From an optimization exercise on the open Yosys and OpenROAD flow, aimed at small area; shortcuts taken in it are not production practice.
In this exercise RTL edits were held to simulation tests only and were not proved equivalent to the original.
Power figures rest on the tool's default switching activity, not on a simulated workload.

## build 79
## colorMapperTop
module colorMapperTop (
    input  logic       clk,
    input  logic       arstN,
    input  logic       pixelValid,
    input  colorMapperPkg::coordT      drawX,
    input  colorMapperPkg::coordT      drawY,
    input  colorMapperPkg::coordT      playerX,
    input  colorMapperPkg::coordT      playerY,
    input  logic [3:0] playerInput,
    input  logic       startWildBattle,
    input  logic [2:0] wildIndex,
    output colorMapperPkg::memAddrT    spriteAddr,
    output colorMapperPkg::memAddrT    tileAddr,
    input  colorMapperPkg::rgb12T      spriteData,
    input  colorMapperPkg::rgb12T      tileData,
    output logic       rgbValid,
    output colorMapperPkg::chanT       red,
    output colorMapperPkg::chanT       green,
    output colorMapperPkg::chanT       blue
);
    logic       spriteHit;
    logic [14:0] spriteLow;
    logic       inCircle;
    logic       inFrame;
    logic       litQ, loQ;           
    logic       litM, loM, hitM;     
  ...
For scale: ~430 cells after synthesis, ~120 I/O pins.
clock: 20.0 ns
lec_check: 0
abc_area: 1
cap_margin: 20
core_margin: 2
core_utilization: 50
slew_margin: 20
standard.sh (not shown) runs the stock make flow with config.mk's settings and CLKGATE_MAP_FILE= SYNTH_SCRIPT=/design/flow/synth_recipe.tcl, a recipe that flattens the netlist after the stock synthesis.
==> flow/flow/run.sh <==
#!/bin/bash
# Layout flow: the standard synthesis, then
#  - the logic between the registers re-optimised for area (reopt.sh; the
#    registers keep their names and cell types),
#  - the ORFS layout with buf_1 port buffers, logic cells sized down to their
#    smallest drive before the placement repair, and no dummy clock loads.
# Each step's output goes to its own log in this folder.
set -euo pipefail
WORK="$(pwd)"
FLOWDIR="$(cd "$(dirname "${BASH_SOURCE[0]}")" && pwd)"
RES="$WORK/orfs/results/$FLOW_PLATFORM/colorMapperTop/base"
bash standard.sh synth > synth.log 2>&1
# The platform library without the cells it marks don't-use
python3 "$FLOWDIR/filterlib.py" "$FLOW_HOME/platforms/sky130hd/lib/sky130_fd_sc_hd__tt_025C_1v80.lib" "$WORK/reopt.lib" > filterlib.log 2>&1
cp "$RES/1_2_yosys.v" "$WORK/1_2_yosys.standard.v"
bash "$FLOWDIR/reopt.sh" "$WORK/1_2_yosys.standard.v" "$WORK/reopt.lib" "$WORK/reopt" > reopt.log 2>&1
cp "$WORK/reopt/best.v" "$RES/1_2_yosys.v"
rm -f "$RES/1_synth.odb" "$RES/1_synth.sdc"
bash standard.sh synth > synth_odb.log 2>&1
export BUFFER_PORTS_ARGS="-buffer_cell sky130_fd_sc_hd__buf_1"
export PRE_RESIZE_TCL="$FLOWDIR/downsize.tcl"
# One tie cell for each constant level instead of one per constant output
export SKIP_REPAIR_TIE_FANOUT=1
export CTS_ARGS="-sink_clustering_enable -repair_clock_nets -dont_use_dummy_load"
bash standard.sh floorplan > floorplan.log 2>&1
bash standard.sh place > place.log 2>&1
bash standard.sh cts > cts.log 2>&1
bash standard.sh route > route.log 2>&1
bash standard.sh finish > finish.log 2>&1
==> flow/flow/reopt.sh <==
#!/bin/bash
# Re-map the combinational logic of the synthesised netlist for area.
# The registers (and every other sequential cell) are kept as they are, with
# their names and cell types; the logic between them is flattened into gates,
# optimised with ABC (several scripts in parallel) and mapped to the platform's
# cells again. The smallest result replaces the netlist.
# usage: reopt.sh NETLIST LIB OUTDIR
set -euo pipefail
NET=$1; LIB=$2; OUT=$3
FLOWDIR="$(cd "$(dirname "${BASH_SOURCE[0]}")" && pwd)"
YOSYS=${YOSYS_EXE:-$FLOW_HOME/../tools/install/yosys/bin/yosys}
mkdir -p "$OUT"
python3 "$FLOWDIR/cellmodels.py" "$LIB" "$NET" "$OUT/comb_cells.v" "$OUT/seq_cells.v"
scripts=(
  "strash; &get -n; &deepsyn -T 300 -S 1; &put; dch; amap; topo"
  "strash; dc2; &get -n; &deepsyn -T 300 -S 2; &put; &get -n; &dch; &nf -a -R 1000; &put; topo"
  "strash; &get -n; &deepsyn -T 300 -S 3; &put; dch -f; amap; topo"
  "strash; dc2; &get -n; &deepsyn -T 300 -S 4; &put; dch -f; amap; topo"
  "strash; &get -n; &deepsyn -T 300 -S 5; &put; dch; amap; topo"
  "strash; dc2; &get -n; &deepsyn -T 300 -S 6; &put; &get -n; &dch; &nf -a -R 1000; &put; topo"
  "strash; &get -n; &deepsyn -T 300 -S 7; &put; dch -f; amap; topo"
  "strash; dc2; &get -n; &deepsyn -T 300 -S 8; &put; dch -f; amap; topo"
  "strash; &get -n; &deepsyn -T 300 -S 9; &put; dch; amap; topo"
  "strash; dc2; &get -n; &deepsyn -T 300 -S 10; &put; &get -n; &dch; &nf -a -R 1000; &put; topo"
  "strash; &get -n; &deepsyn -T 300 -S 11; &put; dch -f; amap; topo"
  "strash; dc2; &get -n; &deepsyn -T 300 -S 12; &put; dch -f; amap; topo"
  "strash; &get -n; &deepsyn -T 300 -S 13; &put; dch; amap; topo"
  "strash; dc2; &get -n; &deepsyn -T 300 -S 14; &put; &get -n; &dch; &nf -a -R 1000; &put; topo"
  "strash; &get -n; &deepsyn -T 300 -S 15; &put; dch -f; amap; topo"
  "strash; dc2; &get -n; &deepsyn -T 300 -S 16; &put; dch -f; amap; topo"
  "strash; &get -n; &deepsyn -T 300 -S 17; &put; dch; amap; topo"
  "strash; dc2; &get -n; &deepsyn -T 300 -S 18; &put; &get -n; &dch; &nf -a -R 1000; &put; topo"
  "strash; &get -n; &deepsyn -T 300 -S 19; &put; dch -f; amap; topo"
  "strash; dc2; dch -f; amap; topo"
)
pids=()
for k in "${!scripts[@]}"; do
  echo "${scripts[$k]}" > "$OUT/s$k.abc"
  cat > "$OUT/s$k.ys" <<EOT
read_verilog -lib $OUT/seq_cells.v
read_verilog $OUT/comb_cells.v
read_verilog $NET
hierarchy -top $FLOW_TOP
flatten
techmap
opt -fast
opt_clean
abc -script $OUT/s$k.abc -liberty $LIB
opt_clean -purge
hilomap -singleton -hicell sky130_fd_sc_hd__conb_1 HI -locell sky130_fd_sc_hd__conb_1 LO
insbuf -buf sky130_fd_sc_hd__buf_4 A X
splitnets
opt_clean -purge
tee -o $OUT/s$k.stat stat -liberty $LIB
write_verilog -noattr -noexpr -nohex -nodec $OUT/s$k.v
EOT
  "$YOSYS" -s "$OUT/s$k.ys" > "$OUT/s$k.log" 2>&1 &
  pids+=($!)
  if (( ${#pids[@]} % 4 == 0 )); then wait || true; fi
done
best=""; bestArea=""
wait || true
for k in "${!scripts[@]}"; do
  if grep -q "Chip area for module" "$OUT/s$k.stat" 2>/dev/null && [[ -s "$OUT/s$k.v" ]]; then
    a=$(grep -o "Chip area for module.*" "$OUT/s$k.stat" | grep -o "[0-9.]*$" | tail -1)
    echo "script $k: area $a"
    if [[ -z "$best" ]] || awk "BEGIN{exit !($a < $bestArea)}"; then best=$k; bestArea=$a; fi
  else
    echo "script $k: failed"
  fi
done
[[ -n "$best" ]] || { echo "no result"; exit 1; }
echo "best: script $best, area $bestArea"
cp "$OUT/s$best.v" "$OUT/best.v"
Other scripts of this flow, unchanged in this note and not shown: flow/flow/cellmodels.py, flow/flow/downsize.tcl, flow/flow/filterlib.py
Build 79 did not stop at any stage, and its layout met the timing, DRC and antenna checks.
Modified inputs, build 53 compared to build 79
diff --git a/flow/flow/reopt.sh b/flow/flow/reopt.sh
--- a/flow/flow/reopt.sh
+++ b/flow/flow/reopt.sh
@@ -13,23 +13,15 @@
 python3 "$FLOWDIR/cellmodels.py" "$LIB" "$NET" "$OUT/comb_cells.v" "$OUT/seq_cells.v"
 scripts=(
-  "strash; &get -n; &deepsyn -T 300 -S 1; &put; dch; amap; topo"
-  "strash; dc2; &get -n; &deepsyn -T 300 -S 2; &put; &get -n; &dch; &nf -a -R 1000; &put; topo"
-  "strash; &get -n; &deepsyn -T 300 -S 3; &put; dch -f; amap; topo"
-  "strash; dc2; &get -n; &deepsyn -T 300 -S 4; &put; dch -f; amap; topo"
-  "strash; &get -n; &deepsyn -T 300 -S 5; &put; dch; amap; topo"
-  "strash; dc2; &get -n; &deepsyn -T 300 -S 6; &put; &get -n; &dch; &nf -a -R 1000; &put; topo"
-  "strash; &get -n; &deepsyn -T 300 -S 7; &put; dch -f; amap; topo"
-  "strash; dc2; &get -n; &deepsyn -T 300 -S 8; &put; dch -f; amap; topo"
-  "strash; &get -n; &deepsyn -T 300 -S 9; &put; dch; amap; topo"
-  "strash; dc2; &get -n; &deepsyn -T 300 -S 10; &put; &get -n; &dch; &nf -a -R 1000; &put; topo"
-  "strash; &get -n; &deepsyn -T 300 -S 11; &put; dch -f; amap; topo"
-  "strash; dc2; &get -n; &deepsyn -T 300 -S 12; &put; dch -f; amap; topo"
-  "strash; &get -n; &deepsyn -T 300 -S 13; &put; dch; amap; topo"
-  "strash; dc2; &get -n; &deepsyn -T 300 -S 14; &put; &get -n; &dch; &nf -a -R 1000; &put; topo"
-  "strash; &get -n; &deepsyn -T 300 -S 15; &put; dch -f; amap; topo"
-  "strash; dc2; &get -n; &deepsyn -T 300 -S 16; &put; dch -f; amap; topo"
-  "strash; &get -n; &deepsyn -T 300 -S 17; &put; dch; amap; topo"
-  "strash; dc2; &get -n; &deepsyn -T 300 -S 18; &put; &get -n; &dch; &nf -a -R 1000; &put; topo"
-  "strash; &get -n; &deepsyn -T 300 -S 19; &put; dch -f; amap; topo"
+  "strash; &get -n; &deepsyn -T 200 -S 1; &put; dch -f; amap; topo"
+  "strash; dc2; &get -n; &deepsyn -T 200 -S 2; &put; dch -f; amap; topo"
+  "strash; &get -n; &deepsyn -T 200 -S 3; &put; &get -n; &dch; &nf -a -R 1000; &put; topo"
+  "strash; dc2; &get -n; &deepsyn -T 200 -S 4; &put; dch; amap; topo"
+  "strash; &get -n; &deepsyn -T 200 -S 5; &put; dch -f; amap; topo"
+  "strash; dc2; &get -n; &deepsyn -T 200 -S 6; &put; dch -f; amap; topo"
+  "strash; &get -n; &deepsyn -T 200 -S 7; &put; dch; amap; topo"
+  "strash; dc2; &get -n; &deepsyn -T 200 -S 8; &put; &get -n; &dch; &nf -a -R 1000; &put; topo"
+  "strash; &get -n; &deepsyn -T 200 -S 9; &put; dch -f; amap; topo"
+  "strash; dc2; &get -n; &deepsyn -T 200 -S 10; &put; dch -f; amap; topo"
+  "strash; &get -n; &deepsyn -T 200 -S 11; &put; dch; map -a; topo"
   "strash; dc2; dch -f; amap; topo"
 )
--- outcome ---
Build 53 ran to completion and came out clean on the timing, DRC and antenna checks.
The higher wire length of the first global-routing pass came out of build 53.
Looking at leakage dissipation across both flows, build 53 is the stronger of the two, with build 79 trailing.
The met2 wirelength from detailed routing of build 53 is higher than that of build 79.
Of build 53 and build 79, the higher average vias per placed instance belongs to build 53.
Maximum clock frequency shrinks by more than 10% when moving from build 79 to build 53.
Core utilization, build 53 and build 79: larger value in build 79
--- input diff build 53..build 50 ---
diff --git a/flow/flow/reopt.sh b/flow/flow/reopt.sh
--- a/flow/flow/reopt.sh
+++ b/flow/flow/reopt.sh
@@ -65,2 +65,49 @@
 echo "best: script $best, area $bestArea"
 cp "$OUT/s$best.v" "$OUT/best.v"
+
+# Refinement: map the best netlist again with other mappers, twice, keeping
+# whichever result is smallest
+remaps=(
+  "strash; &get -n; &dch; &nf -a -R 1000; &put; topo"
+  "strash; dch -f; amap; topo"
+  "strash; &get -n; &dch -f; &nf -a -R 1000; &put; topo"
+  "strash; dch; amap; topo"
+)
+for round in 1 2; do
+  python3 "$FLOWDIR/cellmodels.py" "$LIB" "$OUT/best.v" "$OUT/comb_cells_r$round.v" "$OUT/seq_cells_r$round.v"
+  for k in "${!remaps[@]}"; do
+    echo "${remaps[$k]}" > "$OUT/r${round}_$k.abc"
+    cat > "$OUT/r${round}_$k.ys" <<EOT
+read_verilog -lib $OUT/seq_cells_r$round.v
+read_verilog $OUT/comb_cells_r$round.v
+read_verilog $OUT/best.v
+hierarchy -top $FLOW_TOP
+flatten
+techmap
+opt -fast
+opt_clean
+abc -script $OUT/r${round}_$k.abc -liberty $LIB
+opt_clean -purge
+hilomap -singleton -hicell sky130_fd_sc_hd__conb_1 HI -locell sky130_fd_sc_hd__conb_1 LO
+insbuf -buf sky130_fd_sc_hd__buf_4 A X
+splitnets
+opt_clean -purge
+tee -o $OUT/r${round}_$k.stat stat -liberty $LIB
+write_verilog -noattr -noexpr -nohex -nodec $OUT/r${round}_$k.v
+EOT
+    "$YOSYS" -s "$OUT/r${round}_$k.ys" > "$OUT/r${round}_$k.log" 2>&1 &
+  done
+  wait || true
+  pick=""
+  for k in "${!remaps[@]}"; do
+    if grep -q "Chip area for module" "$OUT/r${round}_$k.stat" 2>/dev/null && [[ -s "$OUT/r${round}_$k.v" ]]; then
+      a=$(grep -o "Chip area for module.*" "$OUT/r${round}_$k.stat" | grep -o "[0-9.]*$" | tail -1)
+      echo "round $round remap $k: area $a"
+      if awk "BEGIN{exit !($a < $bestArea)}"; then pick=$k; bestArea=$a; fi
+    fi
+  done
+  [[ -n "$pick" ]] || break
+  echo "round $round: remap $pick, area $bestArea"
+  cp "$OUT/r${round}_$pick.v" "$OUT/best.v"
+done
+echo "final area $bestArea"
Build 50 finished every stage and its layout cleared the timing, DRC and antenna checks. ~same cell count after placement in build 53 and build 50. The proportion of power drawn by combinational gates was comparable across build 53 and build 50. As far as number of non-clock buffers in the layout goes, build 53 and build 50 are indistinguishable; the numbers are identical.

## static timing again, ports no longer ideal
In the flow no input, the clock included, has a driving cell. The finished layouts below were timed again as built, in two steps.
Step 1 sets driving cells, clkbuf_16 on the clock port and buf_2 on the other inputs (assumed; they add their load-dependent delay and slew).
Step 2 moves the port delays by t, midway between the first and last clock arrival at a register: inputs arrive t later, outputs are due t later. That takes back most of the time a late clock gives input paths.
Three values: ideal ports, drivers, drivers and shift; two values: the first two.
| run | shift t [ns] | slack for setup (ns) | slew at the worst register clock pin (ns) |
|---|---|---|---|
| build 79 | 0.321 | 11.797 / 11.800 / 11.479 | 0.10 / 0.10 |
| build 53 | 0.329 | 10.091 / 10.097 / 9.769 | 0.10 / 0.10 |
| build 50 | 0.329 | 10.091 / 10.097 / 9.769 | 0.10 / 0.10 |
After both steps setup and hold are still met in every run listed.
